This design comes from an exercise in tuning for small area on the open sky130 flow, not from production work.
RTL that was checked went through simulation tests only; none was proved equivalent to the original.
Function not checked in runs 1 and 6: the RTL went through the layout flow alone.
The flow treats the clock pin as an ideal source, which a real chip does not have.
No activity file was given, so power comes from the tool's default toggle rates.

[design/flow/config.mk]
export PLATFORM = sky130hd
export DESIGN_NAME = rxTxCore
export DESIGN_NICKNAME = rxTxCore
export VERILOG_FILES = /design/flow/design.v
export SDC_FILE = /design/flow/constraint.sdc
export NUM_CORES = 4
export LEC_CHECK = 0
export CAP_MARGIN = 20
export CORE_MARGIN = 2
export CORE_UTILIZATION = 65
export CTS_CLUSTER_DIAMETER = 100
export CTS_CLUSTER_SIZE = 30
export SLEW_MARGIN = 20
[design/flow/constraint.sdc]
create_clock -name core_clock -period 6.0 [get_ports {lcbClk}]
set_input_delay 1.2000 -clock core_clock [delete_from_list [all_inputs] [get_ports {lcbClk}]]
set_output_delay 1.2000 -clock core_clock [all_outputs]
set_load 0.01 [all_outputs]
[design/flow/design.v]
package rxTxPkg;
   typedef struct packed {
      logic [7:0]            marker;
      logic [7:0]            channel;
      logic [15:0]           seqNum;
      logic [7:0]            length;       
      logic [55:0]           reserved;
      logic [32-1:0] seed;
   } pktHeader_t;
   typedef union packed {
      pktHeader_t                 header;
      logic [3:0][32-1:0] sample;    
   } pktWord_u;
endpackage
`timescale 1ns/1ns
module rxTxCore (
   input  logic                  lcbClk,
   input  logic                  reset,
   input  logic [16-1:0] lcbAddress,
   input  logic [32-1:0] lcbDataIn,
   input  logic                  lcbWrite,
   input  logic                  lcbRead,
   input  logic                  lcbCoreSelect,
   output logic [32-1:0] lcbDataOut,
   output logic                  lcbAck,
   input  logic                  trigIn,
   input  logic                  c2sFifoFull,
   output logic [128-1:0] c2sData,
   output logic                  c2sWrite
);
   localparam int NC = 4;
   logic       strobe, wrAcc, rdAcc, chanHit, globId, globScr;
   logic [1:0] aCh;
   logic [3:0] aOff;
   assign strobe  = lcbCoreSelect & (lcbWrite | lcbRead);
   assign wrAcc   = lcbCoreSelect & lcbWrite;
   assign rdAcc   = lcbCoreSelect & lcbRead;
   assign chanHit = (lcbAddress[15:12] == 4'h1);
   assign globId  = (lcbAddress == 16'h0000);
   assign globScr = (lcbAddress == 16'h0004);
   assign aCh     = lcbAddress[9:8];
   assign aOff    = lcbAddress[3:0];
   logic       selId, selScr, selCtrl, selLen;
   logic [3:0] selSeed, selCnt;    
   logic [1:0] selCh;
   logic [32-1:0] scratch;
   logic                  scrValid;    
   always_ff @(posedge lcbClk or posedge reset)
   begin
      if (reset)
      begin
         lcbAck   <= 1'b0;
         scrValid <= 1'b0;
      end
      else
      begin
         lcbAck <= strobe;
         if (wrAcc && globScr)
            scrValid <= 1'b1;
      end
   end
   always_ff @(posedge lcbClk)
   begin
      if (wrAcc && globScr)
         scratch <= lcbDataIn;
   end
   always_ff @(posedge lcbClk)
   begin
      selId   <= rdAcc & globId;
      selScr  <= rdAcc & globScr;
      selCtrl <= rdAcc & chanHit & (aOff == 4'h0);
      selLen  <= rdAcc & chanHit & (aOff == 4'h4);
      for (int i = 0; i < 4; i++)
      begin
         selSeed[i] <= rdAcc & chanHit & (aOff == 4'h8) & (aCh == 2'(i));
         selCnt[i]  <= rdAcc & chanHit & (aOff == 4'hC) & (aCh == 2'(i));
      end
      selCh   <= aCh;
   end
   logic [NC-1:0]                 enable;
   logic [NC-1:0][3:0]            lenReg;
   logic [NC-1:0][32-1:0] seedReg;
   logic [NC-1:0][32-1:0] pktCount;
   logic [NC-1:0]                 busy;
   logic [NC-1:0][3:0]            capLen;
   logic [NC-1:0][32-1:0] capSeed;
   logic [NC-1:0]                 seedValid;
   logic [NC-1:0]                 cntValid;
   logic [NC-1:0]                 capValid;
   logic [NC-1:0]                 start;
   logic [NC-1:0]                 done;      
   logic       locked;
   logic [1:0] lastCh;       
   logic       hdrOut;       
   logic [3:0] wordOut;      
   logic [3:0] carryOut;     
   logic [3:0] carryNext;
   logic       pending;      
   logic [32-1:0] curCount;
   assign pending  = c2sWrite & ~locked;
   assign curCount = cntValid[lastCh] ? pktCount[lastCh] : '0;
   for (genvar i = 0; i < NC; i++)
   begin : genChan
      logic wsel;
      assign wsel     = wrAcc & chanHit & (aCh == 2'(i));
      assign start[i] = trigIn & enable[i] & ~busy[i];
      always_ff @(posedge lcbClk or posedge reset)
      begin
         if (reset)
         begin
            enable[i]   <= 1'b0;
            lenReg[i]   <= 4'd1;
            seedValid[i] <= 1'b0;
            cntValid[i]  <= 1'b0;
            busy[i]      <= 1'b0;
         end
         else
         begin
            if (wsel && aOff == 4'h0) enable[i]  <= lcbDataIn[0];
            if (wsel && aOff == 4'h4)  lenReg[i]  <= lcbDataIn[3:0];
            if (wsel && aOff == 4'h8) seedValid[i] <= 1'b1;
            if (pending && lastCh == 2'(i))  cntValid[i]  <= 1'b1;
            if (start[i])
               busy[i] <= 1'b1;
            else if (done[i])
               busy[i] <= 1'b0;
         end
      end
      always_ff @(posedge lcbClk)
      begin
         if (wsel && aOff == 4'h8) seedReg[i]  <= lcbDataIn;
         if (pending && lastCh == 2'(i))  pktCount[i] <= curCount + 32'd1;
         if (start[i])
         begin
            capLen[i]   <= lenReg[i];
            capSeed[i]  <= seedReg[i];
            capValid[i] <= seedValid[i];
         end
      end
   end
   logic [1:0] pickIdx, cand, curIdx;
   logic       pickValid, grant, lastWord;
   logic [3:0] ownLen;
   always_comb
   begin
      pickIdx   = lastCh;
      pickValid = 1'b0;
      for (int k = NC; k > 0; k--)
      begin
         cand = lastCh + 2'(k);
         if (busy[cand])
         begin
            pickIdx   = cand;
            pickValid = 1'b1;
         end
      end
   end
   assign ownLen   = capLen[lastCh];
   assign curIdx   = locked ? lastCh : pickIdx;
   assign grant    = (locked | pickValid) & ~c2sFifoFull;
   assign lastWord = locked ? (hdrOut ? (ownLen == 4'd1) : (wordOut + 4'd2 == ownLen))
                            : (capLen[pickIdx] == 4'd0);
   assign done     = (grant & lastWord) ? (NC'(1) << curIdx) : '0;
   always_ff @(posedge lcbClk or posedge reset)
   begin
      if (reset)
      begin
         locked   <= 1'b0;
         lastCh   <= '0;
         c2sWrite <= 1'b0;
      end
      else
      begin
         c2sWrite <= grant;
         if (grant)
         begin
            locked <= ~lastWord;
            lastCh <= curIdx;
         end
      end
   end
   always_ff @(posedge lcbClk)
   begin
      if (grant)
      begin
         hdrOut  <= ~locked;
         wordOut <= (locked & ~hdrOut) ? wordOut + 4'd1 : 4'd0;
         carryOut <= locked ? carryNext : 4'd0;
      end
   end
   logic [32-1:0] seedSel;
   logic [1:0]            lo;
   logic [25:0]           hi, hiInc;
   logic [3:0]            mid0, mid1;
   logic [3:0]            nextWord;
   logic [3:0][32-1:0] smp;
   assign seedSel = capValid[lastCh] ? capSeed[lastCh] : '0;
   assign lo      = seedSel[1:0];
   assign hi      = seedSel[31:6];
   assign hiInc   = hi + 26'd1;
   assign mid0    = seedSel[5:2] + wordOut;
   assign mid1    = seedSel[5:2] + wordOut + 4'd1;
   assign nextWord = hdrOut ? 4'd0 : wordOut + 4'd1;
   always_comb
   begin
      for (int k = 0; k < 4; k++)
      begin
         logic [6:0] t;
         t = {1'b0, seedSel[5:0]} + {1'b0, nextWord, 2'b00} + 7'(k);
         carryNext[k] = t[6];
      end
   end
   always_comb
   begin
      for (int k = 0; k < 4; k++)
      begin
         logic [2:0] l;
         logic [3:0] m;
         logic       keep, useInc, useSeed;
         l       = {1'b0, lo} + 3'(k);
         m       = l[2] ? mid1 : mid0;
         keep    = (k == 0) | ~hdrOut;
         useInc  = keep & carryOut[k];
         useSeed = keep & ~carryOut[k];
         smp[k]  = {({26{useInc}} & hiInc) | ({26{useSeed}} & hi), {4{keep}} & m[3:0], {2{keep}} & l[1:0]};
      end
   end
   assign c2sData = {smp[3], smp[2], smp[1], smp[0]}
                  | (hdrOut ? {8'hA5, 6'd0, lastCh, curCount[15:0], 4'd0, ownLen, 56'd0, 32'd0} : '0);
   always_comb
   begin
      lcbDataOut = '0;
      if (selId)   lcbDataOut = lcbDataOut | 32'h52580001;
      if (selScr && scrValid) lcbDataOut = lcbDataOut | scratch;
      if (selCtrl) lcbDataOut = lcbDataOut | {31'd0, enable[selCh]};
      if (selLen)  lcbDataOut = lcbDataOut | {28'd0, lenReg[selCh]};
      for (int i = 0; i < NC; i++)
      begin
         lcbDataOut = lcbDataOut | ({32{selSeed[i] & seedValid[i]}} & seedReg[i]);
         lcbDataOut = lcbDataOut | ({32{selCnt[i] & cntValid[i]}} & pktCount[i]);
      end
   end
endmodule
[design/flow/run.sh]
#!/bin/bash
# synth_recipe.tcl (not shown) runs the flow's synth.tcl, then flattens the netlist and writes it again
# the make line also repeats each setting of config.mk as NAME=value (left out here)
make -C /OpenROAD-flow-scripts/flow DESIGN_CONFIG=/design/flow/config.mk WORK_HOME=/design/flow/orfs CLKGATE_MAP_FILE= SYNTH_SCRIPT=/design/flow/synth_recipe.tcl finish
==> metrics.yaml, run 1 <==
grt:
  grt_max_degree: 58
  grt_overflow: 0
  grt_pass1_vias: 14940
  track_usage_pct: 35.67
  grt_first_pass_wirelength_um: 95140
  antenna_found_initial: 1
run_status:
  status: "timing/DRC/antenna clean"
drt:
  wire_per_inst_um: 29.03
  finalWirelength_um: 65560
  detail-route-antenna-nets: 0
  drc: 0
  routed_via_density: 6.864
  drt_iter0_markers: 2065
  drt_first_pass_iters: 8
  vias: 15500
clock_network:
  clock_latency_ns: 0.56
  path_clk_slew_ns: 0.11
  cts_hold_buf: 0
  cts_tree: "built"
  cts_buffers: 20
  post_cts_buffers: 0
  clockBufferDepth: 3
  cts_resized: 0
  cts.sinks: 497
  ctsRootBufferMaster: "clkbuf_16"
  cts.htree.levels: 1
critical_path:
  crit_family: "simple AND/OR/NAND/NOR gates"
  cp.arrival_ns: 4.53
  crit_path_end_kind: "output pin"
  cp_cell_sequence: "mux4_4 > nand2_1 > inv_1 > ha_1 > nand3_1 > or4b_4 > nor3_4 > nand2_1 > xnor2_1 > o21ai_0 > clkdlybuf4s50_1"
  crit_top_cell: "nand2_1"
  slowest_stage: "dfrtp_4"
  cp.buffers_inverters: 2
  r2r_slack_ns: 1.27
  crit_path_start_kind: "flop"
  worstSetupPathType: "flop to output pin"
  crit_required_ns: 4.80
  cp_max_fo: 23
  slowest_delay_ns: 0.66
layout:
  syn2layout_area_growth_pct: 13.99
  stdcell_count: 2258
  n_antenna_cell: 0
  fin_nets: 1871
  fillers: 2190
  drive_gt1_share_pct: 11.09
synthesis:
  synth_largest_area_cell: "edfxtp_1"
  ys_seq_area_share_pct: 63.69
  synth.avg_cell_area_um2: 14.24
  ys_async_sr_fraction_pct: 7.646
  synthFlopType: "edfxtp_1"
  synthTopCellsByArea: "edfxtp_1, mux4_2, dfrtp_1"
  synth_warnings: 1
  syn_area_um2: 22920
  synth_edf_count: 445
  ys_seq_elements: 497
  syn_nets: 1685
  postSynthCellCount: 1610
  synth_cell_types: 73
  yosysTopAreaCellShare_pct: 58.29
sta:
  fmax_mhz: 174.6
  rsz0062_at_grt: "no"
  slew_headroom_pct: 24.68
  slew_violations: 0
  finalSetupTns_ns: 0
  worst_pin_slew_ns: 1.127
  skew_ns: 0.02034
  worst_slack_ns: 0.2729
  min_period_ns: 5.727
  hold_ws_ns: 0.4542
  setup_viol: 0
  hold_violations: 0
  finalCritPeriodShare_pct: 95.45
place:
  post-place-ws_ns: 0.7753
  dpl.cell_count: 2225
  gp_congestion: 0.9584
  hpwlAfterDp_um: 42470
  portBuffers: 216
floorplanning:
  ioPinCount: 217
  fp.dieH_um: 191.8
  rows: 68
  chipWidth_um: 191.8
  start_util_pct: 66.20
  dieArea_um2: 36790
  core_area_um2: 34630
flow_run:
  maxCapViolations: 0
pwr:
  p_leak_nw: 8.713
  ir_drop_uv: 313.6
  p_per_area_nw_per_um2: 347.9
min_path:
  hold_class: "flop to flop"
[logic make-up after synthesis]
group | count (synthesis) | share of synthesized area [%]
AND/OR/NAND/NOR | 515 | 10.92
AO/OA/AOI/OAI | 218 | 7.205
multiplexers | 109 | 9.230
adder cells (fa/ha/maj) | 20 | 1.157
XOR/XNOR | 136 | 5.196
flip-flops | 497 | 63.69
buffers and inverters | 115 | 2.609
[final cells by class]
type | instances | area (um2) | share of cell area (%)
Clock buffer | 27 | 548.0 | 2.097
Clock inverter | 2 | 17.52 | 0.06704
Inverter | 19 | 71.32 | 0.2729
Multi-Input combinational cell | 999 | 7810 | 29.89
Sequential cell | 497 | 14610 | 55.90
Tap cell | 455 | 569.3 | 2.179
Timing Repair Buffer | 259 | 2507 | 9.596
[cells in the final DEF, fill, tap and decap left out, drive strengths merged, types with 18 or more instances in the layout]
master and instances:
a21oi 42, dfrtp 34, mux2 24, nor3 22
xor2 49, a221oi 27, nor2 145, o21ai 27
nand3 59, a22oi 36, and3 18, clkbuf 27
edfxtp 445, nand2 157, and2 30, nand4 30
clkdlybuf4s50 216, inv 20, buf 43, a222oi 25
mux4 75, ha 18, a22o 26, xnor2 87
[state kept, by name, indices dropped and copies added (netlist names), 16 cells and up]
| name | cells |
|---|---|
| pktCount | 128 |
| capLen | 16 |
| lenReg | 16 |
| scratch | 32 |
| capSeed | 128 |
| seedReg | 128 |
[layer usage]
| layer | up-vias | routed length (um) | global-route usage [%] |
|---|---|---|---|
| met1 | 7645 | 24130 | 49.37 |
| met3 | 149 | 7599 | 6.139 |
| met4 | 0 | 2126 | 12.01 |
| li1 | 6541 | - | - |
| met2 | 1164 | 31700 | 58.23 |
| met5 | - | 0 | 0 |
[final timing paths]
path                                  startpoint                      to  depth (start not counted)
setup / recovery           lastCh[0]$_DFFE_PP0P_             c2sData[90]                         11
hold / removal             seedReg[80]$_DFFE_PP_   capSeed[80]$_DFFE_PP_                          0
setup reg to reg           lastCh[0]$_DFFE_PP0P_  pktCount[92]$_DFFE_PP_                         11
hold reg to reg            seedReg[80]$_DFFE_PP_   capSeed[80]$_DFFE_PP_                          0
max in group asynchronous                  reset   lastCh[0]$_DFFE_PP0P_                          3
min in group asynchronous                  reset     busy[2]$_DFFE_PP0P_                          3
[power breakdown]
part / switching (W) / internal (W)
Combinational: 0.00189 / 0.00134
Clock: 0.000989 / 0.000654
Sequential: 0.000151 / 0.00407
[per-stage QoR]
step           instance area [um2]  utilization [%]  total power (W)
2_1_floorplan                22920                -         0.006163
3_3_place_gp                 25500            73.63         0.007380
3_5_place_dp                 25500            73.63         0.007435
4_1_cts                      26060            75.26         0.009011
5_1_grt                      26130            75.46         0.009423
6_report                     26130            75.46         0.009092
[synthesized netlist by cell type (18+ instances only)]
cell / number
edfxtp_1: 445
nand2_1: 155
nor2_1: 144
xnor2_1: 87
nand3_1: 58
clkbuf_1: 56
mux4_2: 55
xor2_1: 49
a21oi_1: 42
a22oi_1: 36
dfrtp_1: 34
nand4_1: 30
a221oi_1: 27
and2_1: 27
a22o_1: 26
a222oi_1: 25
o21ai_0: 25
mux2_2: 24
and3_1: 18
ha_1: 18
inv_1: 18
==> inputs of run 2 (changes only) <==
--- a/design/flow/design.v
+++ b/design/flow/design.v
@@ -41,7 +41,7 @@
    assign aCh     = lcbAddress[9:8];
    assign aOff    = lcbAddress[3:0];
    logic       selId, selScr, selCtrl, selLen;
-   logic [3:0] selSeed, selCnt;    
+   logic       selSeed, selCnt;
    logic [1:0] selCh;
    logic [32-1:0] scratch;
    logic                  scrValid;    
@@ -70,11 +70,8 @@
       selScr  <= rdAcc & globScr;
       selCtrl <= rdAcc & chanHit & (aOff == 4'h0);
       selLen  <= rdAcc & chanHit & (aOff == 4'h4);
-      for (int i = 0; i < 4; i++)
-      begin
-         selSeed[i] <= rdAcc & chanHit & (aOff == 4'h8) & (aCh == 2'(i));
-         selCnt[i]  <= rdAcc & chanHit & (aOff == 4'hC) & (aCh == 2'(i));
-      end
+      selSeed <= rdAcc & chanHit & (aOff == 4'h8);
+      selCnt  <= rdAcc & chanHit & (aOff == 4'hC);
       selCh   <= aCh;
    end
    logic [NC-1:0]                 enable;
@@ -236,8 +233,8 @@
       if (selLen)  lcbDataOut = lcbDataOut | {28'd0, lenReg[selCh]};
       for (int i = 0; i < NC; i++)
       begin
-         lcbDataOut = lcbDataOut | ({32{selSeed[i] & seedValid[i]}} & seedReg[i]);
-         lcbDataOut = lcbDataOut | ({32{selCnt[i] & cntValid[i]}} & pktCount[i]);
+         lcbDataOut = lcbDataOut | ({32{selSeed & (selCh == 2'(i)) & seedValid[i]}} & seedReg[i]);
+         lcbDataOut = lcbDataOut | ({32{selCnt & (selCh == 2'(i)) & cntValid[i]}} & pktCount[i]);
       end
    end
 endmodule
==> design/flow/flow/run.sh (new file) <==
#!/bin/bash
set -euo pipefail
export BUFFER_PORTS_ARGS="-buffer_cell sky130_fd_sc_hd__buf_1"
export CTS_ARGS="-sink_clustering_enable -repair_clock_nets -dont_use_dummy_load -sink_clustering_size 30 -sink_clustering_max_diameter 100"
bash standard.sh > standard_flow.log 2>&1
==> design/flow/standard.sh (new file) <==
#!/bin/bash
# synth_recipe.tcl (not shown) runs the flow's synth.tcl, then flattens the netlist and writes it again
# the make line also repeats each setting of config.mk as NAME=value (left out here)
make -C /OpenROAD-flow-scripts/flow DESIGN_CONFIG=/design/flow/config.mk WORK_HOME=/design/flow/orfs CLKGATE_MAP_FILE= SYNTH_SCRIPT=/design/flow/synth_recipe.tcl "${@:-finish}"
removed: design/flow/run.sh
==> run 2 against run 1 <==
- still clean
- combinational power up 13%
- clock skew up 0.0072 ns
- register-to-register slack better by 0.04 ns
- worst setup slack better by 0.11 ns
- clock-buffer cell count down 7
- power up 4.6%
- flip-flop and latch count down 6
- sequential share of layout area up 3.4 points
- routed wire length down 3.0%
- non-clock buffer count down 9
- cell count down 0.66%
==> metrics.yaml, run 2 <==
drt:
  routed_via_density: 6.835  # was 6.864
  finalWirelength_um: 63600  # was 65560 um
  detail-route-antenna-nets: 0  # unchanged
  drt_first_pass_iters: 8  # unchanged
  drc: 0  # unchanged
  vias: 15330  # was 15500
  drt_iter0_markers: 2102  # was 2065
  wire_per_inst_um: 28.35  # was 29.03 um
sta:
  finalSetupTns_ns: 0  # unchanged
  slew_headroom_pct: 24.88  # was 24.68%
  fmax_mhz: 177.9  # was 174.6 MHz
  finalCritPeriodShare_pct: 93.70  # was 95.45%
  setup_viol: 0  # unchanged
  rsz0062_at_grt: "no"  # unchanged
  worst_pin_slew_ns: 1.127  # about the same
  hold_ws_ns: 0.4482  # was 0.4542 ns
  skew_ns: 0.02752  # was 0.02034 ns
  min_period_ns: 5.622  # was 5.727 ns
  slew_violations: 0  # unchanged
  hold_violations: 0  # unchanged
grt:
  grt_max_degree: 71  # was 58
  track_usage_pct: 35.26  # was 35.67%
  grt_overflow: 0  # unchanged
  grt_pass1_vias: 14680  # was 14940
  grt_first_pass_wirelength_um: 93180  # was 95140 um
  antenna_found_initial: 3  # was 1
clock_network:
  cts.htree.levels: 1  # unchanged
  cts_hold_buf: 0  # unchanged
  cts_buffers: 20  # unchanged
  clock_latency_ns: 0.54  # was 0.56 ns
  clockBufferDepth: 3  # unchanged
  ctsRootBufferMaster: "clkbuf_16"  # unchanged
  cts_tree: "built"  # unchanged
  cts.sinks: 491  # was 497
  path_clk_slew_ns: 0.10  # was 0.11 ns
layout:
  drive_gt1_share_pct: 11.02  # was 11.09%
  layout_commonest_cell: "edfxtp_1"  # unchanged
  final_cell_mix: "edfxtp_1, buf_1, nand2_1"  # was edfxtp_1, clkdlybuf4s50_1, nand2_1
  utilization_pct: 70.86  # was 75.46%
  fillers: 2398  # was 2190
  reg.largest.list: "capSeed (128), pktCount (128), seedReg (128)"  # unchanged
  fin_nets: 1864  # was 1871
  syn2layout_area_growth_pct: 7.841  # was 13.99%
critical_path:
  crit_top_cell: "nand2_1"  # unchanged
  worstSetupPathType: "flop to output pin"  # unchanged
  slowest_stage: "dfrtp_4"  # unchanged
  crit_family: "simple AND/OR/NAND/NOR gates"  # unchanged
  crit_path_end_kind: "output pin"  # unchanged
  crit_path_start_kind: "flop"  # unchanged
  cp_max_fo: 47  # was 23
  crit_required_ns: 4.80  # about the same
  cp_cell_sequence: "buf_12 > mux4_2 > nand2_1 > inv_1 > ha_1 > nand3_1 > nor4_2 > and3_1 > nand2_1 > mux2_2 > buf_1"  # was mux4_4 > nand2_1 > inv_1 > ha_1 > nand3_1 > or4b_4 > nor3_4 > nand2_1 > xnor2_1 > o21ai_0 > clkdlybuf4s50_1
  slowest_delay_ns: 0.64  # was 0.66 ns
  cp.buffers_inverters: 3  # was 2
  r2r_slack_ns: 1.31  # was 1.27 ns
  cp.arrival_ns: 4.42  # was 4.53 ns
synthesis:
  syn_nets: 1694  # was 1685
  synth_edf_count: 445  # unchanged
  postSynthCellCount: 1619  # was 1610
  synth_warnings: 1  # unchanged
  yosysMostFrequentCell: "edfxtp_1"  # unchanged
  ys_seq_elements: 491  # was 497
  synth_largest_area_cell: "edfxtp_1"  # unchanged
  yosysTopAreaCellShare_pct: 59.02  # was 58.29%
  ys_seq_area_share_pct: 63.94  # was 63.69%
  synthTopCellsByArea: "edfxtp_1, mux4_2, dfrtp_1"  # unchanged
  syn_area_um2: 22640  # was 22920 um2
  netlist_top_cells_count: "edfxtp_1, nand2_1, nor2_1"  # unchanged
  ys_async_sr_fraction_pct: 7.739  # was 7.646%
  synthFlopType: "edfxtp_1"  # unchanged
  synth_cell_types: 62  # was 73
  synth.avg_cell_area_um2: 13.99  # was 14.24 um2
place:
  hpwlAfterDp_um: 40990  # was 42470 um
  portBuffers: 216  # unchanged
  gp_congestion: 0.9398  # was 0.9584
pwr:
  ir_drop_uv: 403.7  # was 313.6 uV
  p_clk_share_pct: 16.4  # was 18.1%
  p_per_area_nw_per_um2: 389.6  # was 347.9 nW/um2
  p_leak_nw: 8.121  # was 8.713 nW
  swShare_pct: 37.13  # was 33.34%
  totalPowerFinal_w: 0.009514  # was 0.009092 W
  intPower_w: 0.005982  # was 0.006061 W
  pwr-share-seq_pct: 45.3  # was 46.4%
  pwr-share-comb_pct: 38.3  # was 35.5%
  p_sw_w: 0.003532  # was 0.003031 W
floorplanning:
  rows: 68  # unchanged
  start_util_pct: 65.71  # was 66.20%
  chipWidth_um: 190.6  # was 191.8 um
  fp.dieH_um: 190.6  # was 191.8 um
  ioPinCount: 217  # unchanged
  core_area_um2: 34460  # was 34630 um2
  dieArea_um2: 36340  # was 36790 um2
flow_run:
  maxCapViolations: 0  # unchanged
run_status:
  status: "timing/DRC/antenna clean"  # unchanged
min_path:
  hold_class: "flop to flop"  # unchanged
-- run 2: cell types whose count changed in the layout (fill, tap and decap cells not counted), sizes merged, moves of 9 or more --
cell           change
and2              -11
nand4             -15
nor3               +9
a221oi            +11
buf              +207
nand3              +9
clkdlybuf4s50    -216
a221o             -17
-- run 2: stage by stage --
| step | setup slack (ns) | instances | instance area [um2] |
|---|---|---|---|
| global route | 0.03778 | 2243 | 24420 |
| global placement | 0.9151 | 2222 | 23900 |
| detailed placement | 0.7521 | 2222 | 23900 |
| finish | 0.3781 | 2243 | 24420 |
| CTS | 0.1501 | 2242 | 24400 |
| floorplan | 0.4163 | 1619 | 22640 |
-- run 2: area by class of cell --
cell class                 count  area, um2  share of cell area, %
antenna                        1      2.502                0.01025
clock buffer                  20      500.5                  2.050
inverter                      25      93.84                 0.3843
multi-input combinational   1001       7687                  31.48
sequential                   491      14490                  59.33
tap                          455      569.3                  2.331
timing repair buffer         250       1079                  4.417
-- run 2: metal layers --
layer	GRT usage, %	share of wire [%]
met1	50.88	39
met2	56.14	47
met3	5.723	12
met4	10.76	3.1
met5	0	0.035
-- run 2: power groups by stage --
stage	clock, W	combinational (W)	sequential [W]
floorplan	0	0.00258	0.00423
global placement	0	0.00355	0.00437
detailed placement	0	0.00360	0.00438
CTS	0.00157	0.00361	0.00430
global route	0.00168	0.00396	0.00433
finish	0.00156	0.00364	0.00431
-- run 2: worst paths after layout --
check / startpoint / endpoint / cells after the start
setup / recovery: lastCh[0]$_DFFE_PP0P_ / c2sData[62] / 11
hold / removal: seedReg[93]$_DFFE_PP_ / capSeed[93]$_DFFE_PP_ / 0
setup reg to reg: lastCh[0]$_DFFE_PP0P_ / pktCount[86]$_DFFE_PP_ / 10
hold reg to reg: seedReg[93]$_DFFE_PP_ / capSeed[93]$_DFFE_PP_ / 0
max in group asynchronous: reset / lcbAck$_DFF_PP0_ / 3
min in group asynchronous: reset / locked$_DFFE_PP0P_ / 3
-- run 2: timing repair --
| action | CTS | global route |
|---|---|---|
| gates resized for setup | 0 | 4 |
| setup buffers | 0 | 0 |
| endpoints found under the setup margin | 0 | 6 |
-- run 2: worst register-to-register path: cells and delay by family (launching register included) --
family	cells	cell delay, ns
multiplexers	1	0.59
flip-flops	1	0.64
AND/OR/NAND/NOR	4	1.51
buffers and inverters	3	1.19
adder cells (fa/ha/maj)	1	0.25
AO/OA/AOI/OAI	1	0.29
-- run 2: kinds of logic after synthesis --
family,count (synthesis),synth area share [%]
simple gates,528,11.02
flops,491,63.94
compound gates,207,6.963
xor+xnor,128,4.951
buf+inv,127,2.354
mux,118,9.598
fa+ha+maj,20,1.171
==> inputs of run 3 (changes only) <==
--- a/design/flow/design.v
+++ b/design/flow/design.v
@@ -95,7 +95,11 @@
    logic       pending;      
    logic [32-1:0] curCount;
    assign pending  = c2sWrite & ~locked;
-   assign curCount = cntValid[lastCh] ? pktCount[lastCh] : '0;
+   logic [NC-1:0] ownHot;
+   always_comb
+      for (int i = 0; i < NC; i++)
+         ownHot[i] = (lastCh == 2'(i));
+   hotSel4 cntSel (.hot(ownHot & cntValid), .d(pktCount), .q(curCount));
    for (genvar i = 0; i < NC; i++)
    begin : genChan
       logic wsel;
@@ -191,7 +195,7 @@
    logic [3:0]            mid0, mid1;
    logic [3:0]            nextWord;
    logic [3:0][32-1:0] smp;
-   assign seedSel = capValid[lastCh] ? capSeed[lastCh] : '0;
+   hotSel4 seedPick (.hot(ownHot & capValid), .d(capSeed), .q(seedSel));
    assign lo      = seedSel[1:0];
    assign hi      = seedSel[31:6];
    assign hiInc   = hi + 26'd1;
@@ -207,34 +211,73 @@
          carryNext[k] = t[6];
       end
    end
-   always_comb
-   begin
-      for (int k = 0; k < 4; k++)
-      begin
-         logic [2:0] l;
-         logic [3:0] m;
-         logic       keep, useInc, useSeed;
-         l       = {1'b0, lo} + 3'(k);
-         m       = l[2] ? mid1 : mid0;
-         keep    = (k == 0) | ~hdrOut;
-         useInc  = keep & carryOut[k];
-         useSeed = keep & ~carryOut[k];
-         smp[k]  = {({26{useInc}} & hiInc) | ({26{useSeed}} & hi), {4{keep}} & m[3:0], {2{keep}} & l[1:0]};
-      end
+   for (genvar k = 0; k < 4; k++)
+   begin : genSmp
+      logic [2:0]  l;
+      logic [3:0]  m;
+      logic        keep, useInc, useSeed;
+      logic [25:0] smpHi;
+      assign l       = {1'b0, lo} + 3'(k);
+      assign m       = l[2] ? mid1 : mid0;
+      assign keep    = (k == 0) | ~hdrOut;
+      assign useInc  = keep & carryOut[k];
+      assign useSeed = keep & ~carryOut[k];
+      pick2 #(.W(26)) hiPick (.sa(useInc), .a(hiInc), .sb(useSeed), .b(hi), .q(smpHi));
+      assign smp[k]  = {smpHi, {4{keep}} & m[3:0], {2{keep}} & l[1:0]};
    end
    assign c2sData = {smp[3], smp[2], smp[1], smp[0]}
                   | (hdrOut ? {8'hA5, 6'd0, lastCh, curCount[15:0], 4'd0, ownLen, 56'd0, 32'd0} : '0);
-   always_comb
-   begin
-      lcbDataOut = '0;
+   logic [8:0]             rdHot;
+   logic [8:0][31:0]       rdWord;
+   logic [31:0]            rdData;
+   always_comb
+   begin
+      for (int i = 0; i < NC; i++)
+      begin
+         rdHot[i]      = selSeed & (selCh == 2'(i)) & seedValid[i];
+         rdHot[NC + i] = selCnt & (selCh == 2'(i)) & cntValid[i];
+         rdWord[i]      = seedReg[i];
+         rdWord[NC + i] = pktCount[i];
+      end
+      rdHot[8]  = selScr & scrValid;
+      rdWord[8] = scratch;
+   end
+   logic [2:0][31:0] rdPartN;
+   for (genvar g = 0; g < 3; g++)
+   begin : genRd
+      hotSel3n rdSel (.hot(rdHot[3*g +: 3]), .d(rdWord[3*g +: 3]), .qn(rdPartN[g]));
+   end
+   assign rdData = ~(rdPartN[0] & rdPartN[1] & rdPartN[2]);
+   always_comb
+   begin
+      lcbDataOut = rdData;
       if (selId)   lcbDataOut = lcbDataOut | 32'h52580001;
-      if (selScr && scrValid) lcbDataOut = lcbDataOut | scratch;
       if (selCtrl) lcbDataOut = lcbDataOut | {31'd0, enable[selCh]};
       if (selLen)  lcbDataOut = lcbDataOut | {28'd0, lenReg[selCh]};
-      for (int i = 0; i < NC; i++)
-      begin
-         lcbDataOut = lcbDataOut | ({32{selSeed & (selCh == 2'(i)) & seedValid[i]}} & seedReg[i]);
-         lcbDataOut = lcbDataOut | ({32{selCnt & (selCh == 2'(i)) & cntValid[i]}} & pktCount[i]);
-      end
-   end
-endmodule
+   end
+endmodule
+module hotSel4 (
+   input  logic [3:0]       hot,
+   input  logic [3:0][31:0] d,
+   output logic [31:0]      q
+);
+   assign q = ({32{hot[0]}} & d[0]) | ({32{hot[1]}} & d[1]) | ({32{hot[2]}} & d[2]) | ({32{hot[3]}} & d[3]);
+endmodule
+module pick2 #(
+   parameter int W = 26
+) (
+   input  logic         sa,
+   input  logic [W-1:0] a,
+   input  logic         sb,
+   input  logic [W-1:0] b,
+   output logic [W-1:0] q
+);
+   assign q = ({W{sa}} & a) | ({W{sb}} & b);
+endmodule
+module hotSel3n (
+   input  logic [2:0]       hot,
+   input  logic [2:0][31:0] d,
+   output logic [31:0]      qn
+);
+   assign qn = ~(({32{hot[0]}} & d[0]) | ({32{hot[1]}} & d[1]) | ({32{hot[2]}} & d[2]));
+endmodule
==> design/flow/flow/run.sh (replaced) <==
#!/bin/bash
set -euo pipefail
export BUFFER_PORTS_ARGS="-buffer_cell sky130_fd_sc_hd__buf_1"
export CTS_ARGS="-sink_clustering_enable -repair_clock_nets -dont_use_dummy_load -sink_clustering_size 20 -sink_clustering_max_diameter 100 -buf_list sky130_fd_sc_hd__clkbuf_8"
bash standard.sh > standard_flow.log 2>&1
--- a/design/flow/config.mk
+++ b/design/flow/config.mk
@@ -8,6 +8,6 @@
 export CAP_MARGIN = 20
 export CORE_MARGIN = 2
 export CORE_UTILIZATION = 65
-export CTS_CLUSTER_DIAMETER = 100
-export CTS_CLUSTER_SIZE = 30
 export SLEW_MARGIN = 20
+export SYNTH_HIERARCHICAL = 1
+export SYNTH_MINIMUM_KEEP_SIZE = 0
==> run 3 against run 2 <==
- largest power group unchanged
- critical endpoint is now c2sData[127]
- flip-flop and latch count unchanged
- synthesized cell count decreased by 8.2%
- still clean
- highest routed layer is now met4
- maximum frequency decreased by 2.7%
==> metrics.yaml, run 3 <==
synthesis:
  synth.avg_cell_area_um2: 14.75  # was 13.99 um2
  syn_nets: 1561  # was 1694
  synth_cell_types: 59  # was 62
  synth_xor_area_share_pct: 3.116  # was 4.951%
  yosysTopAreaCellShare_pct: 60.95  # was 59.02%
  synthTopCellsByArea: "edfxtp_1, a22oi_1, a222oi_1"  # was edfxtp_1, mux4_2, dfrtp_1
  synth_edf_count: 445  # unchanged
  postSynthCellCount: 1486  # was 1619
  synth_top_family_by_area: "compound AO/OA/AOI/OAI gates"  # was simple AND/OR/NAND/NOR gates
  syn_area_um2: 21920  # was 22640 um2
  ys_seq_area_share_pct: 66.04  # was 63.94%
  synth_largest_area_cell: "edfxtp_1"  # unchanged
  synth_warnings: 7  # was 1
  netlist_top_cells_count: "edfxtp_1, a22oi_1, nand2_1"  # was edfxtp_1, nand2_1, nor2_1
  synth_compound_area_share_pct: 15.03  # was 6.962%
  synthAdderAreaFrac_pct: 1.210  # was 1.171%
  synth_mux_area_share_pct: 2.591  # was 9.598%
  yosysMostFrequentCell: "edfxtp_1"  # unchanged
  yosys.area_share.simple_pct: 8.173  # was 11.02%
  ys_seq_elements: 491  # unchanged
  ys_async_sr_fraction_pct: 7.739  # unchanged
  synthFlopType: "edfxtp_1"  # unchanged
sta:
  finalCritPeriodShare_pct: 96.28  # was 93.70%
  slew_violations: 0  # unchanged
  slew_headroom_pct: 22.10  # was 24.88%
  rsz0062_at_grt: "no"  # unchanged
  skew_ns: 0.06215  # was 0.02752 ns
  setup_viol: 0  # unchanged
  min_period_ns: 5.777  # was 5.622 ns
  hold_violations: 0  # unchanged
  worst_pin_slew_ns: 1.168  # was 1.127 ns
  finalSetupTns_ns: 0  # unchanged
  fmax_mhz: 173.1  # was 177.9 MHz
grt:
  track_usage_pct: 35.59  # was 35.26%
  grt_max_degree: 54  # was 71
  grt_pass1_vias: 14980  # was 14680
  grt_first_pass_wirelength_um: 92900  # was 93180 um
  grt_overflow: 0  # unchanged
  antenna_found_initial: 0  # was 3
critical_path:
  cp_cell_sequence: "inv_1 > ha_1 > and2_2 > a22oi_1 > nand2_1 > nand2_1 > or3_1 > nor2_2 > and3_1 > nand3_1 > xnor2_2 > a22o_2 > or2_2 > buf_1"  # was buf_12 > mux4_2 > nand2_1 > inv_1 > ha_1 > nand3_1 > nor4_2 > and3_1 > nand2_1 > mux2_2 > buf_1
  cp.arrival_ns: 4.58  # was 4.42 ns
  cp.buffers_inverters: 2  # was 3
  r2r-start: "lastCh[1]$_DFFE_PP0P_"  # was lastCh[0]$_DFFE_PP0P_
  crit_family: "simple AND/OR/NAND/NOR gates"  # unchanged
  crit_required_ns: 4.80  # about the same
  cp_max_fo: 12  # was 47
  crit_path_start_kind: "flop"  # unchanged
  slowest_delay_ns: 0.50  # was 0.64 ns
  slowest_stage: "or3_1"  # was dfrtp_4
  crit_top_cell: "nand2_1"  # unchanged
  crit_path_end_kind: "output pin"  # unchanged
  worstSetupPathType: "flop to output pin"  # unchanged
  startpoint: "lastCh[1]$_DFFE_PP0P_"  # was lastCh[0]$_DFFE_PP0P_
flow_run:
  maxCapViolations: 0  # unchanged
drt:
  finalWirelength_um: 63220  # was 63600 um
  vias: 15210  # was 15330
  routed_via_density: 7.136  # was 6.835
  drt_first_pass_iters: 8  # unchanged
  detail-route-antenna-nets: 0  # unchanged
  drc: 0  # unchanged
  drt_iter0_markers: 2293  # was 2102
  wire_per_inst_um: 29.67  # was 28.35 um
layout:
  reg.largest.list: "capSeed (128), pktCount (128), seedReg (128)"  # unchanged
  final_cell_mix: "edfxtp_1, buf_1, a22oi_1"  # was edfxtp_1, buf_1, nand2_1
  n_antenna_cell: 0  # was 1
  drive_gt1_share_pct: 10.46  # was 11.02%
  layout_commonest_cell: "edfxtp_1"  # unchanged
  syn2layout_area_growth_pct: 6.415  # was 7.841%
  fin_nets: 1760  # was 1864
  utilization_pct: 69.92  # was 70.86%
pwr:
  p_per_area_nw_per_um2: 347.2  # was 389.6 nW/um2
  p_leak_nw: 8.100  # was 8.121 nW
  ir_drop_uv: 251.2  # was 403.7 uV
clock_network:
  post_cts_buffers: 0  # unchanged
  ctsRootBufferMaster: "clkbuf_8"  # was clkbuf_16
  cts.sinks: 491  # unchanged
  cts_tree: "built"  # unchanged
  path_clk_slew_ns: 0.12  # was 0.10 ns
  clockBufferDepth: 3  # unchanged
  cts_buffers: 28  # was 20
  clock_latency_ns: 0.65  # was 0.54 ns
  cts.htree.levels: 1  # unchanged
min_path:
  hold_start: "lenReg[1]$_DFFE_PP0P_"  # was seedReg[93]$_DFFE_PP_
  hold_class: "flop to flop"  # unchanged
place:
  portBuffers: 216  # unchanged
  hpwlAfterDp_um: 40580  # was 40990 um
  gp_congestion: 0.8907  # was 0.9398
floorplanning:
  start_util_pct: 65.71  # about the same
  core_area_um2: 33360  # was 34460 um2
  rows: 67  # was 68
  fp.dieH_um: 187.7  # was 190.6 um
  chipWidth_um: 187.7  # was 190.6 um
  ioPinCount: 217  # unchanged
  dieArea_um2: 35210  # was 36340 um2
run_status:
  status: "timing/DRC/antenna clean"  # unchanged
## run 3: changes by cell type after synthesis, sizes merged, moves of 26 or more
cell and change:
nor2 -87, a22oi +101, clkbuf -60, xnor2 -26, buf +50, a221oi -38, a22o +76, nand2 -47
a222oi +64, mux4 -63
## run 3: path summary, 6_finish.rpt
| check | endpoint | slack, ns | cells after the start |
|---|---|---|---|
| setup / recovery | c2sData[127] | 0.22 | 14 |
| hold / removal | capLen[1]$_DFFE_PP_ | 0.43 | 0 |
| setup reg to reg | pktCount[31]$_DFFE_PP_ | 1.78 | 11 |
| hold reg to reg | capLen[1]$_DFFE_PP_ | 0.43 | 0 |
| max in group asynchronous | lenReg[8]$_DFFE_PP1P_ | 4.96 | 3 |
| min in group asynchronous | c2sWrite$_DFF_PP0_ | 0.62 | 3 |
## run 3: through the flow
step / setup WS (ns) / instance area, um2 / std cells / power, W / hold WS [ns]
2_1_floorplan: 1.435 / 21920 / 1486 / 0.006042 / 0.4252
3_3_place_gp: 0.7240 / 22910 / 2102 / 0.006699 / 0.4298
3_5_place_dp: 0.5955 / 22910 / 2102 / 0.006748 / 0.4333
4_1_cts: 0.08843 / 23300 / 2130 / 0.008042 / 0.4217
5_1_grt: 0.04228 / 23330 / 2131 / 0.008382 / 0.4492
6_report: 0.2230 / 23330 / 2131 / 0.008101 / 0.4270
## run 3: layer usage
metal  share of wire [%]  track usage, %
met1                  36           47.31
met2                  47           57.91
met3                  11           6.251
met4                 4.9           16.57
met5                   0               0
## run 3: where the power goes
group | total [W] | internal [W] | leakage, nW | switching (W)
combinational | 0.00263 | 0.000862 | 3.28 | 0.00177
sequential | 0.00410 | 0.00400 | 4.62 | 0.000102
clock | 0.00137 | 0.000420 | 0.201 | 0.000949
total | 0.00810 | 0.00528 | 8.10 | 0.00282
## run 3: worst reg2reg max path: cells and delay by family (launching register included)
| kind | cells | cell delay [ns] |
|---|---|---|
| buf+inv | 1 | 0.16 |
| xor+xnor | 1 | 0.33 |
| simple gates | 7 | 2.72 |
| fa+ha+maj | 1 | 0.20 |
| compound gates | 1 | 0.18 |
| flops | 1 | 0.43 |
## run 3: cell type report
class                           instances  area (um2)
Multi-Input combinational cell        883        6669
Sequential cell                       491       14480
Tap cell                              448       560.5
Clock buffer                           28       385.4
Inverter                               20       75.07
Fill cell                            2391       10030
Timing Repair Buffer                  261        1161
## run 3: logic make-up after synthesis
logic type,Yosys count
flops,491
mux,38
simple gates,354
compound gates,393
fa+ha+maj,20
buf+inv,112
xor+xnor,78
## run 3: modules after synthesis (local to each module, per instance), excerpt
module    cell area [um2]  times used  flip-flops and latches
hotSel4             679.4           2                       0
hotSel3n            402.9           3                       0
rxTxCore            18140           1                     491
## run 3: timing repair
item | in CTS | in global routing
endpoints found under the setup margin | 5 | 7
hold buffers | 0 | 0
resized for setup | 3 | 3
==> inputs of run 4 (changes only) <==
==> design/flow/flow/run.sh (replaced) <==
#!/bin/bash
set -euo pipefail
export BUFFER_PORTS_ARGS="-buffer_cell sky130_fd_sc_hd__buf_1"
export CTS_ARGS="-sink_clustering_enable -repair_clock_nets -dont_use_dummy_load -sink_clustering_size 16 -sink_clustering_max_diameter 100 -buf_list sky130_fd_sc_hd__clkbuf_8"
bash standard.sh > standard_flow.log 2>&1
==> run 4 against run 3 <==
- still clean
- clock skew fell by 0.023 ns
- sequential share of layout area decreased by 0.33 points
- maximum frequency about the same
- cell count grew 0.42%
- first-iteration DRC count is 9.3% higher
- worst setup slack worse by 0.0020 ns
- combinational power about the same
- via count up 0.39%
- sequential power is essentially flat
- die area unchanged
- design area rose by 0.54%
- critical endpoint unchanged
- largest cell class unchanged
- highest routed layer unchanged
==> metrics.yaml, run 4 <==
drt:
  wire_per_inst_um: 29.65  # was 29.67 um
  finalWirelength_um: 63460  # was 63220 um
  routed_via_density: 7.134  # was 7.136
  drc: 0  # unchanged
  drt_iter0_markers: 2507  # was 2293
  drt_first_pass_iters: 8  # unchanged
  detail-route-antenna-nets: 0  # unchanged
  vias: 15270  # was 15210
clock_network:
  clockBufferDepth: 3  # unchanged
  cts_tree: "built"  # unchanged
  cts.sinks: 491  # unchanged
  path_clk_slew_ns: 0.10  # was 0.12 ns
  cts.htree.levels: 2  # was 1
  ctsRootBufferMaster: "clkbuf_8"  # unchanged
  cts_buffers: 36  # was 28
  clock_latency_ns: 0.60  # was 0.65 ns
place:
  gp_congestion: 0.8907  # unchanged
  dpl.cell_count: 2102  # unchanged
  portBuffers: 216  # unchanged
  placed_area_um2: 22910  # unchanged
  hpwlAfterDp_um: 40580  # unchanged
synthesis:
  yosysMostFrequentCell: "edfxtp_1"  # unchanged
  synthTopCellsByArea: "edfxtp_1, a22oi_1, a222oi_1"  # unchanged
  yosysTopAreaCellShare_pct: 60.95  # unchanged
  synthFlopType: "edfxtp_1"  # unchanged
  synth_largest_area_cell: "edfxtp_1"  # unchanged
  postSynthCellCount: 1486  # unchanged
  ys_seq_elements: 491  # unchanged
  synth_edf_count: 445  # unchanged
  synth.avg_cell_area_um2: 14.75  # unchanged
  ys_async_sr_fraction_pct: 7.739  # unchanged
  synth_cell_types: 59  # unchanged
  ys_seq_area_share_pct: 66.04  # unchanged
  syn_nets: 1561  # unchanged
  syn_area_um2: 21920  # unchanged
  synth_warnings: 7  # unchanged
  netlist_top_cells_count: "edfxtp_1, a22oi_1, nand2_1"  # unchanged
floorplanning:
  core_area_um2: 33360  # unchanged
  fp.dieH_um: 187.7  # unchanged
  dieArea_um2: 35210  # unchanged
  rows: 67  # unchanged
  chipWidth_um: 187.7  # unchanged
  start_util_pct: 65.71  # unchanged
  ioPinCount: 217  # unchanged
layout:
  syn2layout_area_growth_pct: 6.991  # was 6.415%
  reg.largest.list: "capSeed (128), pktCount (128), seedReg (128)"  # unchanged
  fin_nets: 1769  # was 1760
  stdcell_count: 2140  # was 2131
  drive_gt1_share_pct: 10.87  # was 10.46%
  final_cell_mix: "edfxtp_1, buf_1, a22oi_1"  # unchanged
  layout_commonest_cell: "edfxtp_1"  # unchanged
  n_antenna_cell: 0  # unchanged
  final_area_um2: 23460  # was 23330 um2
sta:
  worst_pin_slew_ns: 1.198  # was 1.168 ns
  slew_violations: 0  # unchanged
  setup_viol: 0  # unchanged
  slew_headroom_pct: 20.13  # was 22.10%
  rsz0062_at_grt: "no"  # unchanged
  min_period_ns: 5.779  # was 5.777 ns
  skew_ns: 0.03928  # was 0.06215 ns
  fmax_mhz: 173.0  # was 173.1 MHz
  finalSetupTns_ns: 0  # unchanged
  finalCritPeriodShare_pct: 96.32  # was 96.28%
  hold_violations: 0  # unchanged
run_status:
  status: "timing/DRC/antenna clean"  # unchanged
grt:
  grt_max_degree: 54  # unchanged
  grt_pass1_vias: 15120  # was 14980
  grt_first_pass_wirelength_um: 93020  # was 92900 um
  grt_overflow: 0  # unchanged
  track_usage_pct: 35.82  # was 35.59%
  antenna_found_initial: 0  # unchanged
min_path:
  hold_class: "flop to flop"  # unchanged
flow_run:
  maxCapViolations: 0  # unchanged
critical_path:
  crit_required_ns: 4.80  # about the same
  crit_path_start_kind: "flop"  # unchanged
  cp_max_fo: 12  # unchanged
  cp.arrival_ns: 4.58  # about the same
  crit_path_end_kind: "output pin"  # unchanged
  worstSetupPathType: "flop to output pin"  # unchanged
pwr:
  ir_drop_uv: 236.9  # was 251.2 uV
  p_per_area_nw_per_um2: 352.1  # was 347.2 nW/um2
  p_leak_nw: 8.165  # was 8.100 nW
==> run 4: cell counts after synthesis <==
Identical to the previous run, type by type.
==> run 4: modules after synthesis (local to each module, per instance), a selection <==
module	flops+latches	cell area (um2)
rxTxCore	491	18140
hotSel4	0	679.4
hotSel3n	0	402.9
==> run 4: final cells by class <==
cell class	count	area [um2]
Sequential cell	491	14480
Fill cell	2377	9908
Multi-Input combinational cell	883	6665
Timing Repair Buffer	262	1181
Tap cell	448	560.5
Clock buffer	36	495.5
Inverter	20	75.07
==> run 4: logic make-up (layout without fill, tap and decap cells) <==
logic type	after synthesis	in the layout	share of synthesized area, %
flops	491	491	66.04
compound gates	393	393	15.03
simple gates	354	354	8.173
buf+inv	112	318	3.841
xor+xnor	78	78	3.116
mux	38	38	2.591
fa+ha+maj	20	20	1.210
==> run 4: what timing repair did <==
item / 4_1_cts / 5_1_grt
setup endpoints to repair: 1 / 8
hold buffers: 0 / 0
hold endpoints to repair: 0 / 0
buffers inserted: 0 / 0
resized for setup: 1 / 4
==> run 4: path summary, 6_finish.rpt <==
kind,from,endpoint,slack (ns),cells past startpoint
max,lastCh[1]$_DFFE_PP0P_,c2sData[127],0.22,14
min,seedReg[93]$_DFFE_PP_,capSeed[93]$_DFFE_PP_,0.44,0
max reg2reg,lastCh[1]$_DFFE_PP0P_,pktCount[31]$_DFFE_PP_,1.78,11
min reg2reg,seedReg[93]$_DFFE_PP_,capSeed[93]$_DFFE_PP_,0.44,0
max in group asynchronous,reset,lenReg[8]$_DFFE_PP1P_,4.89,3
min in group asynchronous,reset,seedValid[3]$_DFFE_PP0P_,0.70,3
==> run 4: routing by layer <==
| metal | share of wire, % | global-route usage (%) | up-vias |
|---|---|---|---|
| met1 | 36 | 46.98 | 7564 |
| met3 | 12 | 6.738 | 194 |
| met5 | 0 | 0 | - |
| li1 | - | - | 6417 |
| met4 | 4.8 | 17.08 | 0 |
| met2 | 48 | 58.43 | 1092 |
==> run 4: stage by stage <==
stage	setup slack, ns	hold slack, ns	power (W)	utilization, %
floorplan	1.435	0.4252	0.006042	-
global placement	0.7240	0.4298	0.006699	68.66
detailed placement	0.5955	0.4333	0.006748	68.66
CTS	0.007663	0.4286	0.008211	70.15
global route	0.01741	0.4587	0.008550	70.30
finish	0.2210	0.4362	0.008260	70.30
==> run 4: where the power goes <==
group          internal (W)  leakage, nW  switching [W]
clock              0.000542        0.259       0.000986
sequential          0.00400         4.62       0.000103
combinational      0.000862         3.28        0.00177
total               0.00540         8.16        0.00286
==> run 4: worst max-delay path, cell delays in order (launching register included) <==
cell and delay, ns:
dfrtp_1 0.42, inv_1 0.16, ha_1 0.20, and2_2 0.38
a22oi_1 0.15, nand2_1 0.26, nand2_1 0.12, or3_1 0.49
nor2_1 0.34, and3_1 0.33, nand3_1 0.21, xnor2_2 0.26
a22o_2 0.29, or2_2 0.26, buf_1 0.13
==> inputs of run 5 (changes only) <==
==> design/flow/flow/run.sh (replaced) <==
#!/bin/bash
set -euo pipefail
export BUFFER_PORTS_ARGS="-buffer_cell sky130_fd_sc_hd__buf_1"
export CTS_ARGS="-sink_clustering_enable -repair_clock_nets -dont_use_dummy_load -sink_clustering_size 30 -sink_clustering_max_diameter 100"
bash standard.sh > standard_flow.log 2>&1
==> run 5 against run 4 <==
- power up 0.22%
- sequential share of layout area up 0.059 points
- maximum frequency down 1.2%
- clock skew up 0.0067 ns
- combinational power about the same
- synthesized cell count unchanged
- clock-buffer cell count down 16
- highest routed layer unchanged
- critical path depth unchanged
- die area unchanged
- sequential power about the same
- critical endpoint unchanged
==> metrics.yaml, run 5 <==
drt:
  routed_via_density: 7.114  # was 7.134
  wire_per_inst_um: 29.79  # was 29.65 um
  detail-route-antenna-nets: 0  # unchanged
  drc: 0  # unchanged
  drt_first_pass_iters: 7  # was 8
  finalWirelength_um: 63240  # was 63460 um
  vias: 15100  # was 15270
  drt_iter0_markers: 2558  # was 2507
grt:
  grt_max_degree: 54  # unchanged
  antenna_found_initial: 0  # unchanged
  track_usage_pct: 35.50  # was 35.82%
  grt_overflow: 0  # unchanged
  grt_pass1_vias: 14930  # was 15120
  grt_first_pass_wirelength_um: 92690  # was 93020 um
floorplanning:
  rows: 67  # unchanged
  dieArea_um2: 35210  # unchanged
  ioPinCount: 217  # unchanged
  fp.dieH_um: 187.7  # unchanged
  core_area_um2: 33360  # unchanged
  start_util_pct: 65.71  # unchanged
  chipWidth_um: 187.7  # unchanged
synthesis:
  synth_top_family_by_area: "compound AO/OA/AOI/OAI gates"  # unchanged
  synthAdderAreaFrac_pct: 1.210  # unchanged
  syn_area_um2: 21920  # unchanged
  synthTopCellsByArea: "edfxtp_1, a22oi_1, a222oi_1"  # unchanged
  ys_seq_elements: 491  # unchanged
  synth_mux_area_share_pct: 2.591  # unchanged
  synth_xor_area_share_pct: 3.116  # unchanged
  syn_nets: 1561  # unchanged
  postSynthCellCount: 1486  # unchanged
  yosysMostFrequentCell: "edfxtp_1"  # unchanged
  yosysTopAreaCellShare_pct: 60.95  # unchanged
  ys_seq_area_share_pct: 66.04  # unchanged
  netlist_top_cells_count: "edfxtp_1, a22oi_1, nand2_1"  # unchanged
  synth_compound_area_share_pct: 15.03  # unchanged
  synth_cell_types: 59  # unchanged
  synth.avg_cell_area_um2: 14.75  # unchanged
  ys_async_sr_fraction_pct: 7.739  # unchanged
  synthFlopType: "edfxtp_1"  # unchanged
  yosys.area_share.simple_pct: 8.173  # unchanged
  synth_warnings: 7  # unchanged
  synth_largest_area_cell: "edfxtp_1"  # unchanged
  synth_edf_count: 445  # unchanged
pwr:
  totalPowerFinal_w: 0.008278  # was 0.008260 W
  ir_drop_uv: 225.2  # was 236.9 uV
  p_leak_nw: 8.136  # was 8.165 nW
  pwr-share-comb_pct: 31.8  # was 31.9%
  intPower_w: 0.005462  # was 0.005401 W
  p_per_area_nw_per_um2: 353.3  # was 352.1 nW/um2
  pwr-share-seq_pct: 49.5  # was 49.6%
  p_sw_w: 0.002816  # was 0.002859 W
  p_clk_share_pct: 18.7  # was 18.5%
  swShare_pct: 34.01  # was 34.61%
clock_network:
  cts_buffers: 20  # was 36
  clock_latency_ns: 0.55  # was 0.60 ns
  post_cts_buffers: 0  # unchanged
  cts.sinks: 491  # unchanged
  ctsRootBufferMaster: "clkbuf_16"  # was clkbuf_8
  path_clk_slew_ns: 0.11  # was 0.10 ns
  cts.htree.levels: 1  # was 2
  clockBufferDepth: 3  # unchanged
  cts_tree: "built"  # unchanged
sta:
  hold_violations: 0  # unchanged
  slew_violations: 0  # unchanged
  hold_ws_ns: 0.4176  # was 0.4362 ns
  worst_pin_slew_ns: 1.210  # was 1.198 ns
  finalCritPeriodShare_pct: 97.48  # was 96.32%
  rsz0062_at_grt: "no"  # unchanged
  skew_ns: 0.04595  # was 0.03928 ns
  worst_slack_ns: 0.1513  # was 0.2210 ns
  finalSetupTns_ns: 0  # unchanged
  setup_viol: 0  # unchanged
  slew_headroom_pct: 19.33  # was 20.13%
  min_period_ns: 5.849  # was 5.779 ns
  fmax_mhz: 171.0  # was 173.0 MHz
critical_path:
  crit_path_start_kind: "flop"  # unchanged
  slowest_stage: "xnor2_1"  # was or3_1
  crit_top_cell: "nand2_1"  # unchanged
  slowest_delay_ns: 0.56  # was 0.49 ns
  cp_max_fo: 12  # unchanged
  crit_family: "simple AND/OR/NAND/NOR gates"  # unchanged
  worstSetupPathType: "flop to output pin"  # unchanged
  crit_required_ns: 4.80  # about the same
  cp_cell_sequence: "inv_1 > ha_1 > and2_2 > a22oi_1 > nand2_1 > nand2_1 > or3_1 > nor2_1 > and3_1 > nand3_1 > xnor2_1 > a22o_2 > or2_2 > buf_1"  # was inv_1 > ha_1 > and2_2 > a22oi_1 > nand2_1 > nand2_1 > or3_1 > nor2_1 > and3_1 > nand3_1 > xnor2_2 > a22o_2 > or2_2 > buf_1
  cp.buffers_inverters: 2  # unchanged
  cp.arrival_ns: 4.65  # was 4.58 ns
  crit_path_end_kind: "output pin"  # unchanged
place:
  post-place-ws_ns: 0.5955  # unchanged
  gp_congestion: 0.8907  # unchanged
  portBuffers: 216  # unchanged
  hpwlAfterDp_um: 40580  # unchanged
flow_run:
  maxCapViolations: 0  # unchanged
layout:
  layout_commonest_cell: "edfxtp_1"  # unchanged
  fin_nets: 1752  # was 1769
  multi_input_area_um2: 6658  # was 6665 um2
  utilization_pct: 70.24  # was 70.30%
  syn2layout_area_growth_pct: 6.888  # was 6.991%
  ff_latch_area_um2: 14480  # unchanged
  reg.largest.list: "capSeed (128), pktCount (128), seedReg (128)"  # unchanged
  final_cell_mix: "edfxtp_1, buf_1, a22oi_1"  # unchanged
  fillers: 2354  # was 2377
  n_antenna_cell: 0  # unchanged
  drive_gt1_share_pct: 9.910  # was 10.87%
min_path:
  hold_class: "flop to flop"  # unchanged
run_status:
  status: "timing/DRC/antenna clean"  # unchanged
==> run 5: path summary, 6_finish.rpt <==
kind	slack, ns	from	endpoint	cells past startpoint
worst min register to register	0.42	lenReg[1]$_DFFE_PP0P_	capLen[1]$_DFFE_PP_	0
worst max register to register	1.75	lastCh[1]$_DFFE_PP0P_	pktCount[95]$_DFFE_PP_	11
min in group asynchronous	0.72	reset	lenReg[7]$_DFFE_PP0P_	3
worst max-delay path	0.15	lastCh[1]$_DFFE_PP0P_	c2sData[127]	14
worst min-delay path	0.42	lenReg[1]$_DFFE_PP0P_	capLen[1]$_DFFE_PP_	0
max in group asynchronous	4.88	reset	lenReg[14]$_DFFE_PP0P_	3
==> run 5: cell families (layout without fill, tap and decap cells) <==
| group | Yosys count | count (layout) |
|---|---|---|
| muxes | 38 | 38 |
| AOI/OAI and AO/OA | 393 | 393 |
| DFF | 491 | 491 |
| buffers and inverters | 112 | 301 |
| xor gates and xnor gates | 78 | 78 |
| and+or+nand+nor | 354 | 354 |
| adders and majority gates | 20 | 20 |
==> run 5: per-layer routing <==
metal	GRT usage, %	share of wire [%]	wire (um)
met5	0	0	0
met4	14.57	4.0	2556
met3	6.420	11	7151
met2	58.77	48	30600
met1	47.00	36	22930
==> run 5: stage by stage <==
step	std cells	cell area [um2]
2_1_floorplan	1486	21920
3_3_place_gp	2102	22910
3_5_place_dp	2102	22910
4_1_cts	2122	23410
5_1_grt	2123	23430
6_report	2123	23430
==> run 5: final cells by class <==
type,count,area share [%]
Clock buffer,20,2.136
Inverter,20,0.3204
Multi-Input combinational cell,883,28.41
Sequential cell,491,61.79
Tap cell,448,2.392
Timing Repair Buffer,261,4.955
==> run 5: worst register-to-register path, delay by kind of cell, from the launching register on <==
| family | cells | cell delay [ns] |
|---|---|---|
| AO/OA/AOI/OAI | 1 | 0.18 |
| AND/OR/NAND/NOR | 7 | 2.77 |
| XOR/XNOR | 1 | 0.33 |
| adder cells (fa/ha/maj) | 1 | 0.19 |
| flip-flops | 1 | 0.43 |
| buffers and inverters | 1 | 0.16 |
==> run 5: power groups by stage <==
stage	Clock, W	Sequential (W)	Combinational [W]
after floorplan	0	0.00413	0.00192
after global placement	0	0.00417	0.00253
after detailed placement	0	0.00417	0.00258
after CTS	0.00155	0.00410	0.00259
after global routing	0.00166	0.00411	0.00280
final	0.00155	0.00410	0.00263
==> run 5: timing repair <==
action	in CTS	in global routing
endpoints found under the setup margin	1	9
gates resized for setup	1	3
pin swaps	0	0
hold buffers	0	0
==> run 5: Yosys stat by module, one instance, submodules excluded, a selection <==
module | flip-flops and latches | copies in the design | cell area [um2]
rxTxCore | 491 | 1 | 18140
hotSel3n | 0 | 3 | 402.9
hotSel4 | 0 | 2 | 679.4
==> inputs of run 6 (changes only) <==
--- a/design/flow/design.v
+++ b/design/flow/design.v
@@ -93,13 +93,14 @@
    logic [3:0] carryOut;     
    logic [3:0] carryNext;
    logic       pending;      
-   logic [32-1:0] curCount;
+   logic [32-1:0] curCount, countInc;
    assign pending  = c2sWrite & ~locked;
    logic [NC-1:0] ownHot;
    always_comb
       for (int i = 0; i < NC; i++)
          ownHot[i] = (lastCh == 2'(i));
    hotSel4 cntSel (.hot(ownHot & cntValid), .d(pktCount), .q(curCount));
+   incr #(.W(32), .S(11)) cntIncr (.a(curCount), .q(countInc));
    for (genvar i = 0; i < NC; i++)
    begin : genChan
       logic wsel;
@@ -130,7 +131,7 @@
       always_ff @(posedge lcbClk)
       begin
          if (wsel && aOff == 4'h8) seedReg[i]  <= lcbDataIn;
-         if (pending && lastCh == 2'(i))  pktCount[i] <= curCount + 32'd1;
+         if (pending && lastCh == 2'(i))  pktCount[i] <= countInc;
          if (start[i])
          begin
             capLen[i]   <= lenReg[i];
@@ -263,6 +264,24 @@
 );
    assign q = ({32{hot[0]}} & d[0]) | ({32{hot[1]}} & d[1]) | ({32{hot[2]}} & d[2]) | ({32{hot[3]}} & d[3]);
 endmodule
+module incr #(
+   parameter int W = 32,
+   parameter int S = 8
+) (
+   input  logic [W-1:0] a,
+   output logic [W-1:0] q
+);
+   logic [W-1:0] c;    
+   always_comb
+   begin
+      for (int i = 0; i < W; i++)
+         if (i % S == 0)
+            c[i] = (i == 0) ? 1'b1 : &(a | ~((W'(1) << i) - W'(1)));
+         else
+            c[i] = c[i-1] & a[i-1];
+   end
+   assign q = a ^ c;
+endmodule
 module pick2 #(
    parameter int W = 26
 ) (
==> run 6 against run 5 <==
- combinational power fell by 25%
- clock-buffer cell count did not move
- sequential power fell by 1%
- cell count fell by 1.8%
- critical path depth rose by 3
- die area fell by 0.56%
- design area fell by 0.12%
==> metrics.yaml, run 6 <==
pwr:
  ir_drop_uv: 252.9  # was 225.2 uV
  p_per_area_nw_per_um2: 323.5  # was 353.3 nW/um2
  p_sw_w: 0.002356  # was 0.002816 W
  intPower_w: 0.005216  # was 0.005462 W
  p_leak_nw: 8.311  # was 8.136 nW
grt:
  grt_busiest_layer: "met2"  # unchanged
  met3_usage_pct: 5.797  # was 6.420%
  grt_overflow: 0  # unchanged
  track_usage_pct: 34.62  # was 35.50%
  grt_max_degree: 40  # was 54
  antenna_found_initial: 1  # was 0
  grt_use_met1_pct: 48.38  # was 47.00%
  grt_pass1_vias: 14560  # was 14930
floorplanning:
  fp.dieH_um: 187.1  # was 187.7 um
  dieArea_um2: 35020  # was 35210 um2
  rows: 67  # unchanged
drt:
  routed_via_density: 7.081  # was 7.114
  drc: 0  # unchanged
  detail-route-antenna-nets: 0  # unchanged
  finalWirelength_um: 61030  # was 63240 um
  wire_per_inst_um: 29.27  # was 29.79 um
  drt_iter0_markers: 2702  # was 2558
  vias: 14760  # was 15100
sta:
  slew_headroom_pct: 16.28  # was 19.33%
  hold_violations: 0  # unchanged
  skew_ns: 0.04559  # was 0.04595 ns
  setup_viol: 0  # unchanged
  min_period_ns: 5.723  # was 5.849 ns
  finalCritPeriodShare_pct: 95.39  # was 97.48%
  fmax_mhz: 174.7  # was 171.0 MHz
  slew_violations: 0  # unchanged
  hold_ws_ns: 0.4447  # was 0.4176 ns
clock_network:
  cts_tree: "built"  # unchanged
  path_clk_slew_ns: 0.11  # about the same
  clock_latency_ns: 0.55  # about the same
  clockBufferDepth: 3  # unchanged
  cts.htree.levels: 1  # unchanged
  cts_buffers: 20  # unchanged
  cts.sinks: 491  # unchanged
synthesis:
  synth_largest_area_cell: "edfxtp_1"  # unchanged
  synth_cell_types: 57  # was 59
  synthTopCellsByArea: "edfxtp_1, a22oi_1, a222oi_1"  # unchanged
  yosysMostFrequentCell: "edfxtp_1"  # unchanged
  ys_async_sr_fraction_pct: 7.739  # unchanged
  synth_warnings: 8  # was 7
  netlist_top_cells_count: "edfxtp_1, a22oi_1, nand2_1"  # unchanged
  yosysTopAreaCellShare_pct: 61.31  # was 60.95%
  synth_edf_count: 445  # unchanged
place:
  portBuffers: 216  # unchanged
  placed_area_um2: 22860  # was 22910 um2
  gp_congestion: 0.9095  # was 0.8907
  hpwlAfterDp_um: 38230  # was 40580 um
critical_path:
  slowest_delay_ns: 0.43  # was 0.56 ns
  crit_required_ns: 4.80  # about the same
  cp.arrival_ns: 4.52  # was 4.65 ns
  crit_path_end_kind: "output pin"  # unchanged
  crit_top_cell: "buf_4"  # was nand2_1
  crit_path_start_kind: "flop"  # unchanged
  slowest_stage: "dfrtp_1"  # was xnor2_1
  worstSetupPathType: "flop to output pin"  # unchanged
  cp_cell_sequence: "inv_1 > buf_4 > ha_1 > and2_1 > buf_4 > a22oi_1 > nand2_1 > nand4_1 > nor3_1 > buf_4 > nand2_1 > nor2_2 > nand3_1 > xnor2_2 > a22o_2 > or2_2 > buf_1"  # was inv_1 > ha_1 > and2_2 > a22oi_1 > nand2_1 > nand2_1 > or3_1 > nor2_1 > and3_1 > nand3_1 > xnor2_1 > a22o_2 > or2_2 > buf_1
min_path:
  hold_class: "flop to flop"  # unchanged
layout:
  utilization_pct: 70.33  # was 70.24%
  final_area_um2: 23410  # was 23430 um2
  fin_nets: 1741  # was 1752
  layout_commonest_cell: "edfxtp_1"  # unchanged
  n_antenna_cell: 0  # unchanged
  syn2layout_area_growth_pct: 7.382  # was 6.888%
  reg.largest.list: "capSeed (128), pktCount (128), seedReg (128)"  # unchanged
run_status:
  status: "timing/DRC/antenna clean"  # unchanged
flow_run:
  maxCapViolations: 0  # unchanged
run 6: cell types whose count changed after synthesis, moves of 4 or more:
cell / change
nor2b_1: -4
and4_1: -4
ha_1: +27
xor2_1: -9
buf_6: +4
buf_1: +4
xnor2_1: -19
nand3_1: -12
nand2_1: -7
clkbuf_1: -6
and3_1: -9
run 6: what timing repair did:
item | 4_1_cts | 5_1_grt
cloned | 0 | 0
hold buffers | 0 | 0
gates resized for setup | 1 | 4
setup endpoints to repair | 1 | 14
run 6: final timing paths:
| kind | start | to | slack [ns] | depth (start not counted) |
|---|---|---|---|---|
| max in group asynchronous | reset | c2sWrite$_DFF_PP0_ | 4.88 | 3 |
| max reg2reg | lastCh[1]$_DFFE_PP0P_ | pktCount[95]$_DFFE_PP_ | 1.15 | 19 |
| min | lenReg[6]$_DFFE_PP0P_ | capLen[6]$_DFFE_PP_ | 0.44 | 0 |
| min in group asynchronous | reset | busy[3]$_DFFE_PP0P_ | 0.73 | 3 |
| min reg2reg | lenReg[6]$_DFFE_PP0P_ | capLen[6]$_DFFE_PP_ | 0.44 | 0 |
| max | lastCh[0]$_DFFE_PP0P_ | c2sData[127] | 0.28 | 17 |
run 6: power groups by stage:
stage | sequential [W] | clock (W) | combinational, W
global route | 0.00406 | 0.00166 | 0.00212
floorplan | 0.00408 | 0 | 0.00143
CTS | 0.00406 | 0.00155 | 0.00191
global placement | 0.00413 | 0 | 0.00188
detailed placement | 0.00413 | 0 | 0.00190
finish | 0.00405 | 0.00155 | 0.00197
run 6: logic make-up after synthesis:
group / share of synthesized area [%]
mux: 2.658
xor+xnor: 2.135
buf+inv: 3.984
flops: 66.43
compound gates: 15.02
simple gates: 7.009
fa+ha+maj: 2.767
run 6: cell type report:
type                            count  area, um2
Clock buffer                       20      500.5
Fill cell                        2344       9874
Inverter                           23      86.33
Multi-Input combinational cell    834       6525
Sequential cell                   491      14480
Tap cell                          448      560.5
Timing Repair Buffer              269       1254
run 6: modules after synthesis (local to each module, per instance), a selection:
module,times used,flip-flops and latches
rxTxCore,1,491
hotSel4,2,0
hotSel3n,3,0
run 6: layer usage:
layer  part of all wire [%]  wire length [um]  up-vias
li1                       -                 -     6247
met1                     37             22670     7350
met2                     48             29160     1032
met3                     12              7190      133
met4                    3.3              2004        2
met5                  0.020                12        -
run 6: metrics by stage:
step	total power (W)	instances	setup WS, ns
after floorplan	0.005506	1440	1.200
after global placement	0.006008	2064	0.7286
after detailed placement	0.006036	2064	0.6049
after CTS	0.007520	2084	0.01281
after global routing	0.007845	2085	0.01655
final	0.007572	2085	0.2765
run 6: worst max-delay path: cells and delay by family, from the launching register on:
kind,cells,cell delay (ns)
XOR/XNOR,1,0.26
adder cells (fa/ha/maj),1,0.19
AND/OR/NAND/NOR,8,1.65
buffers and inverters,5,0.96
flip-flops,1,0.43
AO/OA/AOI/OAI,2,0.46
